This is an optimization exercise on Yosys and OpenROAD, whose aim is small area, a short achievable clock period and few clock cycles, not a production implementation. The RTL was checked by simulation tests, not by an equivalence proof against the original design. Power and IR drop assume default switching activity.

`design/flow/config.mk`:
```
export PLATFORM = sky130hd
export DESIGN_NAME = core_top
export DESIGN_NICKNAME = core_top
export VERILOG_FILES = /design/flow/design.v
export SDC_FILE = /design/flow/constraint.sdc
export NUM_CORES = 4
export LEC_CHECK = 0
export CAP_MARGIN = 20
export CORE_MARGIN = 2
export CORE_UTILIZATION = 40
export PLACE_DENSITY = 0.6
export SLEW_MARGIN = 20
```
`design/flow/constraint.sdc`:
```
create_clock -name core_clock -period 12.0 [get_ports {clk}]
set_input_delay 2.4000 -clock core_clock [delete_from_list [all_inputs] [get_ports {clk}]]
set_output_delay 2.4000 -clock core_clock [all_outputs]
set_load 0.01 [all_outputs]
```
`design/flow/run.sh`:
```
#!/bin/bash
# synth_recipe.tcl (not shown) runs the flow's synth.tcl, then flattens the netlist and writes it again
# the make line also repeats each setting of config.mk as NAME=value (left out here)
make -C /OpenROAD-flow-scripts/flow DESIGN_CONFIG=/design/flow/config.mk WORK_HOME=/design/flow/orfs CLKGATE_MAP_FILE= SYNTH_SCRIPT=/design/flow/synth_recipe.tcl finish
```
`design/flow/design.v`:
```
package core_pkg;
  typedef logic [31:0] word_t;
  typedef logic [4:0]  reg_idx_t;
  typedef logic [3:0]  strb_t;
  typedef logic [1:0]  mem_size_t;
  localparam mem_size_t size_byte = 2'd0;
  localparam mem_size_t size_half = 2'd1;
  localparam mem_size_t size_word = 2'd2;
  typedef enum logic [3:0] {
    alu_add, alu_sub, alu_sll, alu_slt,
    alu_sltu, alu_xor, alu_srl, alu_sra,
    alu_or, alu_and, alu_eq, alu_ne,
    alu_lt, alu_ge, alu_ltu, alu_geu
  } alu_op_t;
  typedef enum logic [2:0] {
    st_wait,
    st_fetch,
    st_decode,
    st_exec,
    st_mem,
    st_write,
    st_illegal
  } ctrl_state_t;
  localparam logic [6:0] opc_lui    = 7'b0110111;
  localparam logic [6:0] opc_auipc  = 7'b0010111;
  localparam logic [6:0] opc_jal    = 7'b1101111;
  localparam logic [6:0] opc_jalr   = 7'b1100111;
  localparam logic [6:0] opc_branch = 7'b1100011;
  localparam logic [6:0] opc_load   = 7'b0000011;
  localparam logic [6:0] opc_store  = 7'b0100011;
  localparam logic [6:0] opc_imm    = 7'b0010011;
  localparam logic [6:0] opc_reg    = 7'b0110011;
endpackage
`timescale 1ns/1ps
module rv_decoder (
  input  logic                clk,
  input  core_pkg::word_t     instr,
  output core_pkg::reg_idx_t  rd,
  output core_pkg::reg_idx_t  rs1,
  output core_pkg::reg_idx_t  rs2,
  output core_pkg::word_t     imm,
  output core_pkg::alu_op_t   alu_op,
  output logic                use_imm,
  output logic                is_lui,
  output logic                is_auipc,
  output logic                is_jal,
  output logic                is_jalr,
  output logic                is_branch,
  output logic                is_load,
  output logic                is_store,
  output logic                writes_rd,
  output logic                load_unsigned,
  output logic                invalid,
  output core_pkg::mem_size_t mem_size
);
  logic [6:0] opcode;
  logic [2:0] funct3;
  logic [6:0] funct7;
  logic fmt_r, fmt_i, fmt_s, fmt_b, fmt_u, fmt_j;
  logic valid_d;
  core_pkg::word_t imm_d;
  core_pkg::alu_op_t arith_op;
  core_pkg::alu_op_t alu_op_d;
  assign opcode = instr[6:0];
  assign funct3 = instr[14:12];
  assign funct7 = instr[31:25];
  assign fmt_r = (opcode == core_pkg::opc_reg);
  assign fmt_i = (opcode == core_pkg::opc_imm) || (opcode == core_pkg::opc_load) ||
                 (opcode == core_pkg::opc_jalr);
  assign fmt_s = (opcode == core_pkg::opc_store);
  assign fmt_b = (opcode == core_pkg::opc_branch);
  assign fmt_u = (opcode == core_pkg::opc_lui) || (opcode == core_pkg::opc_auipc);
  assign fmt_j = (opcode == core_pkg::opc_jal);
  always_comb begin
    imm_d = '0;
    if (fmt_i) begin
      imm_d = {{21{instr[31]}}, instr[30:20]};
    end else if (fmt_s) begin
      imm_d = {{21{instr[31]}}, instr[30:25], instr[11:7]};
    end else if (fmt_b) begin
      imm_d = {{20{instr[31]}}, instr[7], instr[30:25], instr[11:8], 1'b0};
    end else if (fmt_u) begin
      imm_d = {instr[31:12], 12'd0};
    end else if (fmt_j) begin
      imm_d = {{12{instr[31]}}, instr[19:12], instr[20], instr[30:21], 1'b0};
    end
  end
  always_comb begin
    case (funct3)
      3'b000:  arith_op = (fmt_r && funct7[5]) ? core_pkg::alu_sub : core_pkg::alu_add;
      3'b001:  arith_op = core_pkg::alu_sll;
      3'b010:  arith_op = core_pkg::alu_slt;
      3'b011:  arith_op = core_pkg::alu_sltu;
      3'b100:  arith_op = core_pkg::alu_xor;
      3'b101:  arith_op = funct7[5] ? core_pkg::alu_sra : core_pkg::alu_srl;
      3'b110:  arith_op = core_pkg::alu_or;
      default: arith_op = core_pkg::alu_and;
    endcase
  end
  always_comb begin
    alu_op_d = core_pkg::alu_add;
    valid_d  = 1'b0;
    case (opcode)
      core_pkg::opc_lui, core_pkg::opc_auipc, core_pkg::opc_jal: valid_d = 1'b1;
      core_pkg::opc_jalr:  valid_d = (funct3 == 3'b000);
      core_pkg::opc_load:  valid_d = (funct3 != 3'b011) && (funct3[2:1] != 2'b11);
      core_pkg::opc_store: valid_d = !funct3[2] && (funct3[1:0] != 2'b11);
      core_pkg::opc_branch: begin
        valid_d = (funct3[2:1] != 2'b01);
        case (funct3)
          3'b000:  alu_op_d = core_pkg::alu_eq;
          3'b001:  alu_op_d = core_pkg::alu_ne;
          3'b100:  alu_op_d = core_pkg::alu_lt;
          3'b101:  alu_op_d = core_pkg::alu_ge;
          3'b110:  alu_op_d = core_pkg::alu_ltu;
          default: alu_op_d = core_pkg::alu_geu;
        endcase
      end
      core_pkg::opc_imm: begin
        alu_op_d = arith_op;
        if (funct3 == 3'b001) begin
          valid_d = (funct7 == 7'b0000000);
        end else if (funct3 == 3'b101) begin
          valid_d = (funct7 == 7'b0000000) || (funct7 == 7'b0100000);
        end else begin
          valid_d = 1'b1;
        end
      end
      core_pkg::opc_reg: begin
        alu_op_d = arith_op;
        valid_d  = (funct7 == 7'b0000000) ||
                   ((funct7 == 7'b0100000) && ((funct3 == 3'b000) || (funct3 == 3'b101)));
      end
      default: valid_d = 1'b0;
    endcase
  end
  always_ff @(posedge clk) begin
    rd            <= (fmt_r || fmt_i || fmt_u || fmt_j) ? instr[11:7] : '0;
    rs1           <= (fmt_r || fmt_i || fmt_s || fmt_b) ? instr[19:15] : '0;
    rs2           <= (fmt_r || fmt_s || fmt_b) ? instr[24:20] : '0;
    imm           <= imm_d;
    alu_op        <= alu_op_d;
    use_imm       <= (opcode == core_pkg::opc_imm);
    is_lui        <= (opcode == core_pkg::opc_lui);
    is_auipc      <= (opcode == core_pkg::opc_auipc);
    is_jal        <= fmt_j;
    is_jalr       <= (opcode == core_pkg::opc_jalr);
    is_branch     <= fmt_b;
    is_load       <= (opcode == core_pkg::opc_load);
    is_store      <= fmt_s;
    writes_rd     <= fmt_r || fmt_i || fmt_u || fmt_j;
    load_unsigned <= funct3[2];
    mem_size      <= funct3[1:0];
    invalid       <= !valid_d;
  end
endmodule
`timescale 1ns/1ps
module int_reg_file #(
  parameter int NUM_REGS = 32
) (
  input  logic               clk,
  input  logic               rstn,
  input  core_pkg::reg_idx_t rs1_idx,
  input  core_pkg::reg_idx_t rs2_idx,
  input  core_pkg::reg_idx_t rd_idx,
  input  logic               rd_we,
  input  core_pkg::word_t    rd_data,
  output core_pkg::word_t    rs1_data,
  output core_pkg::word_t    rs2_data
);
  core_pkg::word_t regs [1:NUM_REGS-1];
  assign rs1_data = (rs1_idx == '0 || rs1_idx >= NUM_REGS) ? '0 : regs[rs1_idx];
  assign rs2_data = (rs2_idx == '0 || rs2_idx >= NUM_REGS) ? '0 : regs[rs2_idx];
  always_ff @(posedge clk) begin
    if (!rstn) begin
      for (int i = 1; i < NUM_REGS; i++) begin
        regs[i] <= '0;
      end
    end else if (rd_we && rd_idx != '0 && rd_idx < NUM_REGS) begin
      regs[rd_idx] <= rd_data;
    end
  end
endmodule
`timescale 1ns/1ps
module alu (
  input  logic              clk,
  input  logic              rstn,
  input  core_pkg::word_t   src1,
  input  core_pkg::word_t   src2,
  input  core_pkg::word_t   imm,
  input  logic              use_imm,
  input  core_pkg::alu_op_t op,
  output core_pkg::word_t   result
);
  core_pkg::word_t operand;
  core_pkg::word_t calc;
  logic [4:0] shamt;
  assign operand = use_imm ? imm : src2;
  assign shamt   = operand[4:0];
  always_comb begin
    case (op)
      core_pkg::alu_add:  calc = src1 + operand;
      core_pkg::alu_sub:  calc = src1 - operand;
      core_pkg::alu_sll:  calc = src1 << shamt;
      core_pkg::alu_slt:  calc = {31'd0, $signed(src1) < $signed(operand)};
      core_pkg::alu_sltu: calc = {31'd0, src1 < operand};
      core_pkg::alu_xor:  calc = src1 ^ operand;
      core_pkg::alu_srl:  calc = src1 >> shamt;
      core_pkg::alu_sra:  calc = $unsigned($signed(src1) >>> shamt);
      core_pkg::alu_or:   calc = src1 | operand;
      core_pkg::alu_and:  calc = src1 & operand;
      core_pkg::alu_eq:   calc = {31'd0, src1 == operand};
      core_pkg::alu_ne:   calc = {31'd0, src1 != operand};
      core_pkg::alu_lt:   calc = {31'd0, $signed(src1) < $signed(operand)};
      core_pkg::alu_ge:   calc = {31'd0, $signed(src1) >= $signed(operand)};
      core_pkg::alu_ltu:  calc = {31'd0, src1 < operand};
      default:            calc = {31'd0, src1 >= operand};
    endcase
  end
  always_ff @(posedge clk) begin
    if (!rstn) begin
      result <= '0;
    end else begin
      result <= calc;
    end
  end
endmodule
`timescale 1ns/1ps
module lsu (
  input  logic                clk,
  input  logic                rstn,
  input  logic                mem_start,
  input  logic                is_load,
  input  logic                is_store,
  input  logic                load_unsigned,
  input  core_pkg::mem_size_t mem_size,
  input  core_pkg::word_t     store_src,
  input  core_pkg::word_t     rdata,
  input  logic                mem_done,
  output core_pkg::word_t     wdata,
  output core_pkg::strb_t     data_we,
  output logic                load,
  output core_pkg::word_t     load_data
);
  core_pkg::strb_t strb;
  core_pkg::word_t load_fmt;
  logic sign_bit;
  always_comb begin
    case (mem_size)
      core_pkg::size_byte: strb = 4'b0001;
      core_pkg::size_half: strb = 4'b0011;
      default:             strb = 4'b1111;
    endcase
  end
  always_comb begin
    case (mem_size)
      core_pkg::size_byte: sign_bit = !load_unsigned && rdata[7];
      core_pkg::size_half: sign_bit = !load_unsigned && rdata[15];
      default:             sign_bit = 1'b0;
    endcase
    case (mem_size)
      core_pkg::size_byte: load_fmt = {{24{sign_bit}}, rdata[7:0]};
      core_pkg::size_half: load_fmt = {{16{sign_bit}}, rdata[15:0]};
      default:             load_fmt = rdata;
    endcase
  end
  always_ff @(posedge clk) begin
    if (!rstn) begin
      data_we <= '0;
      load    <= 1'b0;
    end else begin
      data_we <= (mem_start && is_store) ? strb : '0;
      load    <= mem_start && is_load;
    end
  end
  always_ff @(posedge clk) begin
    if (mem_start) begin
      wdata <= store_src;
    end
    if (mem_done && is_load) begin
      load_data <= load_fmt;
    end
  end
endmodule
`timescale 1ns/1ps
module core_control #(
  parameter core_pkg::word_t RESET_PC = '0
) (
  input  logic            clk,
  input  logic            rstn,
  input  logic            invalid,
  input  logic            is_lui,
  input  logic            is_auipc,
  input  logic            is_jal,
  input  logic            is_jalr,
  input  logic            is_branch,
  input  logic            is_load,
  input  logic            is_store,
  input  logic            writes_rd,
  input  core_pkg::word_t imm,
  input  core_pkg::word_t rs1_data,
  input  core_pkg::word_t alu_result,
  input  core_pkg::word_t load_data,
  input  logic            mem_done,
  output core_pkg::word_t pc,
  output logic            mem_start,
  output logic            rd_we,
  output logic            illegal,
  output core_pkg::word_t wb_data
);
  core_pkg::ctrl_state_t state;
  core_pkg::ctrl_state_t state_next;
  core_pkg::word_t pc_plus4;
  core_pkg::word_t pc_plus_imm;
  core_pkg::word_t jalr_target;
  logic taken;
  assign pc_plus4    = pc + 32'd4;
  assign pc_plus_imm = pc + imm;
  assign jalr_target = (rs1_data + imm) & ~32'd1;
  assign taken       = is_branch && alu_result[0];
  always_comb begin
    state_next = state;
    case (state)
      core_pkg::st_wait:   state_next = core_pkg::st_fetch;
      core_pkg::st_fetch:  state_next = core_pkg::st_decode;
      core_pkg::st_decode: state_next = invalid ? core_pkg::st_illegal : core_pkg::st_exec;
      core_pkg::st_exec: begin
        state_next = (is_load || is_store) ? core_pkg::st_mem : core_pkg::st_write;
      end
      core_pkg::st_mem: begin
        if (mem_done) begin
          state_next = core_pkg::st_write;
        end
      end
      core_pkg::st_write:  state_next = core_pkg::st_fetch;
      default:             state_next = core_pkg::st_illegal;
    endcase
  end
  always_ff @(posedge clk) begin
    if (!rstn) begin
      state <= core_pkg::st_wait;
    end else begin
      state <= state_next;
    end
  end
  assign mem_start = (state == core_pkg::st_exec) && (is_load || is_store);
  assign illegal   = (state == core_pkg::st_illegal);
  always_ff @(posedge clk) begin
    if (!rstn) begin
      pc <= RESET_PC;
    end else if (state == core_pkg::st_write) begin
      if (is_jalr) begin
        pc <= jalr_target;
      end else if (is_jal || taken) begin
        pc <= pc_plus_imm;
      end else begin
        pc <= pc_plus4;
      end
    end
  end
  assign rd_we = (state == core_pkg::st_write) && writes_rd;
  always_comb begin
    if (is_lui) begin
      wb_data = imm;
    end else if (is_auipc) begin
      wb_data = pc_plus_imm;
    end else if (is_jal || is_jalr) begin
      wb_data = pc_plus4;
    end else if (is_load) begin
      wb_data = load_data;
    end else begin
      wb_data = alu_result;
    end
  end
endmodule
`timescale 1ns/1ps
module core_top #(
  parameter core_pkg::word_t RESET_PC = '0,
  parameter int              NUM_REGS = 32
) (
  input  logic            clk,
  input  logic            rstn,
  input  core_pkg::word_t instr,
  output core_pkg::word_t pc,
  output core_pkg::word_t data_addr,
  output core_pkg::word_t wdata,
  output core_pkg::strb_t data_we,
  output logic            load,
  input  core_pkg::word_t rdata,
  input  logic            mem_done,
  output logic            illegal
);
  core_pkg::reg_idx_t rd, rs1, rs2;
  core_pkg::word_t imm, rs1_data, rs2_data, alu_result, load_data, wb_data;
  core_pkg::alu_op_t alu_op;
  core_pkg::mem_size_t mem_size;
  logic use_imm, is_lui, is_auipc, is_jal, is_jalr, is_branch;
  logic is_load, is_store, writes_rd, load_unsigned, invalid;
  logic mem_start, rd_we;
  assign data_addr = rs1_data + imm;
  rv_decoder u_decoder (
    .clk(clk), .instr(instr), .rd(rd), .rs1(rs1), .rs2(rs2), .imm(imm), .alu_op(alu_op),
    .use_imm(use_imm), .is_lui(is_lui), .is_auipc(is_auipc), .is_jal(is_jal),
    .is_jalr(is_jalr), .is_branch(is_branch), .is_load(is_load), .is_store(is_store),
    .writes_rd(writes_rd), .load_unsigned(load_unsigned), .invalid(invalid),
    .mem_size(mem_size)
  );
  int_reg_file #(.NUM_REGS(NUM_REGS)) u_regs (
    .clk(clk), .rstn(rstn), .rs1_idx(rs1), .rs2_idx(rs2), .rd_idx(rd), .rd_we(rd_we),
    .rd_data(wb_data), .rs1_data(rs1_data), .rs2_data(rs2_data)
  );
  alu u_alu (
    .clk(clk), .rstn(rstn), .src1(rs1_data), .src2(rs2_data), .imm(imm),
    .use_imm(use_imm), .op(alu_op), .result(alu_result)
  );
  lsu u_lsu (
    .clk(clk), .rstn(rstn), .mem_start(mem_start), .is_load(is_load), .is_store(is_store),
    .load_unsigned(load_unsigned), .mem_size(mem_size), .store_src(rs2_data),
    .rdata(rdata), .mem_done(mem_done), .wdata(wdata), .data_we(data_we), .load(load),
    .load_data(load_data)
  );
  core_control #(.RESET_PC(RESET_PC)) u_control (
    .clk(clk), .rstn(rstn), .invalid(invalid), .is_lui(is_lui), .is_auipc(is_auipc),
    .is_jal(is_jal), .is_jalr(is_jalr), .is_branch(is_branch), .is_load(is_load),
    .is_store(is_store), .writes_rd(writes_rd), .imm(imm), .rs1_data(rs1_data),
    .alu_result(alu_result), .load_data(load_data), .mem_done(mem_done), .pc(pc),
    .mem_start(mem_start), .rd_we(rd_we), .illegal(illegal), .wb_data(wb_data)
  );
endmodule
```
==> impl_metrics.toml <==
[status]
outcome = "no timing/DRC/antenna violations"

[timing]
rsz0062_at_grt = "no"
hold_ws_ns = 0.511
setup_viol = 0
finalSetupTns_ns = 0
tightest_slew_ns = 1.22
fin_crit_sh_pct = 88.1
slew_viol_final = 0
final_hold_viol_count = 0
slew_headroom_pct = 18.6
period_needed_ns = 10.57
fmax_mhz = 94.6
finalClockSkew_ns = 0.0650

[clocking]
ctsLongestPathBuffers = 3
ctsResizeCount = 0
root_buffer = "clkbuf_16"
ctsHoldBuffers = 0
post_cts_buffers = 0
insertion_delay_ns = 0.82
clkTransAtPathRegs_ns = 0.06
cts-htree-levels = 4
cts_made_buffers = 138
cts_tree = "yes"
cts_num_sinks = 1223

[power]
power.total_mw = 10.3
p_leak_nw = 28.4
ir_worst_vdd_uv = 148
power.density_nw_per_um2 = 125

[routing]
routed_via_density = 6.54
drc = 0
drtPass1Iterations = 6
ant_nets = 0
wire_per_inst_um = 34.3
initialDrtViolationCount = 7885
num_vias = 57100
wl_mm = 299

[floorplanning]
num_rows = 156
coreArea_sq_um = 181000
design.die.area_sq_um = 186000
fp.dieW_um = 431
start_util_pct = 40.3
io_pins = 169
die_y_um = 431

[layout]
area_growth_pct = 12.4
fin_nets = 6470
layout-drive-gt1-share_pct = 17.6

[grt]
grt_first_pass_wirelength_mm = 417
overflow = 0
grtUsageTotal_pct = 31.6
grt_max_degree = 83
grt_pass1_vias = 55500
antenna_found_initial = 23

[synthesis]
yosys_warnings = 5
synthTopCellsByCount = "1293 x nor2_1, 1088 x edfxtp_1, 520 x mux4_2, 373 x nand2_1, 347 x clkbuf_1"
synth_top_area_share_pct = 44.8
synth_ff_type = "edfxtp_1"
yosysSeqAreaShare_pct = 48.5
syn_area_sq_um = 73000
synth_cells = 6229
postSynth.asyncResetShare_pct = 0
syn_avg_cell_area_sq_um = 11.7
synth.distinct_cells = 103
synth_seq_cells = 1223
yosysMostFrequentCell = "nor2_1"
synthTopCellsByArea = "edfxtp_1 45%, mux4_2 16%, nor2_1 6.7%"
yosys.area.top_type = "edfxtp_1"
synth_edf_count = 1088

[critical_path]
critPathArrivalTime_ns = 8.17
crit_required_ns = 9.60
endpoint_kind = "primary output"
crit_path_start_kind = "flip-flop"
path_class = "flip-flop to primary output"
cp_max_fo = 41

[placement]
gp_congestion = 1.06
io_buffers = 168
dp_hpwl_mm = 198

[flow_run]
drv_cap = 0

[worst_hold_path]
holdCritPathClass = "flip-flop to flip-flop"
worst max-delay path, stage by stage (launching register included):
cell and delay [ns]:
dfxtp_4 0.92, buf_4 0.47, mux4_2 0.55, mux4_2 0.61
a22oi_4 0.43, inv_1 0.24, ha_1 0.40, a21o_1 0.20
a211o_1 0.32, o22a_1 0.20, and4_1 0.20, a22o_1 0.29
o41ai_1 0.43, o211ai_1 0.20, o41ai_1 0.59, xnor2_1 0.46
clkdlybuf4s50_1 0.79
metal layers:
layer / track usage (%) / vias up / share of wire, %
met4: 19.2 / 14 / 7.2
met1: 39.0 / 28800 / 36
li1: - / 23500 / -
met5: 0 / - / 0.027
met2: 50.3 / 3899 / 46
met3: 7.44 / 919 / 11
layout make-up:
cell class | count | area, sq um
multi-input cells | 4346 | 35100
fillers | 16300 | 98900
repair buffers | 368 | 3270
inverters | 159 | 604
clock inverters | 76 | 920
diodes | 10 | 25.0
clock buffers | 171 | 3690
well taps | 2370 | 2970
flip-flops and latches | 1223 | 35400
path summary, 6_finish.rpt:
path	from	endpoint	slack, ns	depth (start not counted)
setup / recovery	u_decoder.rs1[0]	data_addr[28]	1.43	16
hold / removal	u_control.state[1]	u_control.state[0]	0.51	2
setup reg to reg	u_decoder.rs1[0]	u_alu.result[0]	3.89	18
hold reg to reg	u_control.state[1]	u_control.state[0]	0.51	2
cells by family (layout without fill, tap and decap cells):
kind of cell             count (synthesis)  count (layout)  share of synthesized area, %
XOR/XNOR                               107             107                          1.28
adder cells (fa/ha/maj)                167             167                          2.90
buffers and inverters                  691             774                          4.12
flip-flops                            1223            1223                          48.5
AND/OR/NAND/NOR                       2068            2068                          12.0
AO/OA/AOI/OAI                         1087            1087                          10.1
multiplexers                           885             885                          21.1
other                                    1              42                       0.00514
placed cells by master, fill, tap and decap left out, types with 31 or more instances in the layout:
cell | synthesis | final
conb_1 | 1 | 32
dfxtp_1 | 135 | 122
a211oi_1 | 69 | 69
nand2b_1 | 34 | 34
buf_4 | 22 | 194
nor3_1 | 57 | 56
inv_1 | 149 | 149
a22oi_1 | 79 | 79
clkinv_1 | 3 | 31
nand2_1 | 373 | 311
ha_1 | 163 | 163
nand2_2 | 0 | 60
a21o_1 | 72 | 72
nor2_1 | 1293 | 1289
nand3_1 | 62 | 62
a31oi_1 | 58 | 57
and2_1 | 33 | 33
a21oi_1 | 253 | 239
mux4_2 | 520 | 520
o21ai_0 | 173 | 172
xor2_1 | 41 | 41
clkbuf_16 | 0 | 141
nor2b_1 | 75 | 71
mux2i_1 | 340 | 337
edfxtp_1 | 1088 | 1088
xnor2_1 | 66 | 66
clkdlybuf4s50_1 | 0 | 167
and3_1 | 33 | 33
o211ai_1 | 34 | 34
report_power, final:
group          switching, mW  leakage, nW  total [mW]  internal [mW]
clock network           1.83         2.23        4.37           2.54
logic                  0.671         13.9        1.04          0.368
registers              0.110         12.3        4.88           4.77
total                   2.62         28.4        10.3           7.67
metrics by stage:
stage	area (sq um)	instances	setup slack [ns]	utilization, %
global route	82000	8717	1.17	45.3
floorplan	73100	6260	4.86	-
global placement	77300	8463	2.41	42.7
finish	82000	8723	1.43	45.3
CTS	81900	8710	1.52	45.3
detailed placement	77300	8463	2.39	42.7
sequential cells by signal, indices dropped and copies added (netlist names), 4 cells and up:
signal	flops
u_alu.result	32
u_lsu.load_data	32
u_regs.regs	1024
u_decoder.rs1	5
u_control.pc	32
u_decoder.rd	5
u_decoder.alu_op	4
u_decoder.rs2	5
u_lsu.wdata	32
u_decoder.imm	32
Testbench counts, summed over its fixed seeds: cycles 139,292.

-- re-timing with driven ports --
The flow's constraints put no driver on any port. The routed layout listed below was extracted and timed again, unchanged, in two steps.
Step 1, drivers: a clkbuf_16 drives clk and a buf_2 each remaining input, both assumed.
Step 2 also shifts input and output timing later by t, the mid clock arrival at the registers, as if the neighbouring blocks saw the same clock.
Three values: no drivers, after step 1, after step 2; two values: the first two.
t, ns: 0.873
setup slack, ns: 1.426 / 1.338 / 2.211
worst hold slack (ns): 0.511 / 0.511 / 0.511
After both steps setup and hold are still met in this run. The setup slack of this run moves by -0.088 ns with the drivers and by +0.785 ns with both steps.
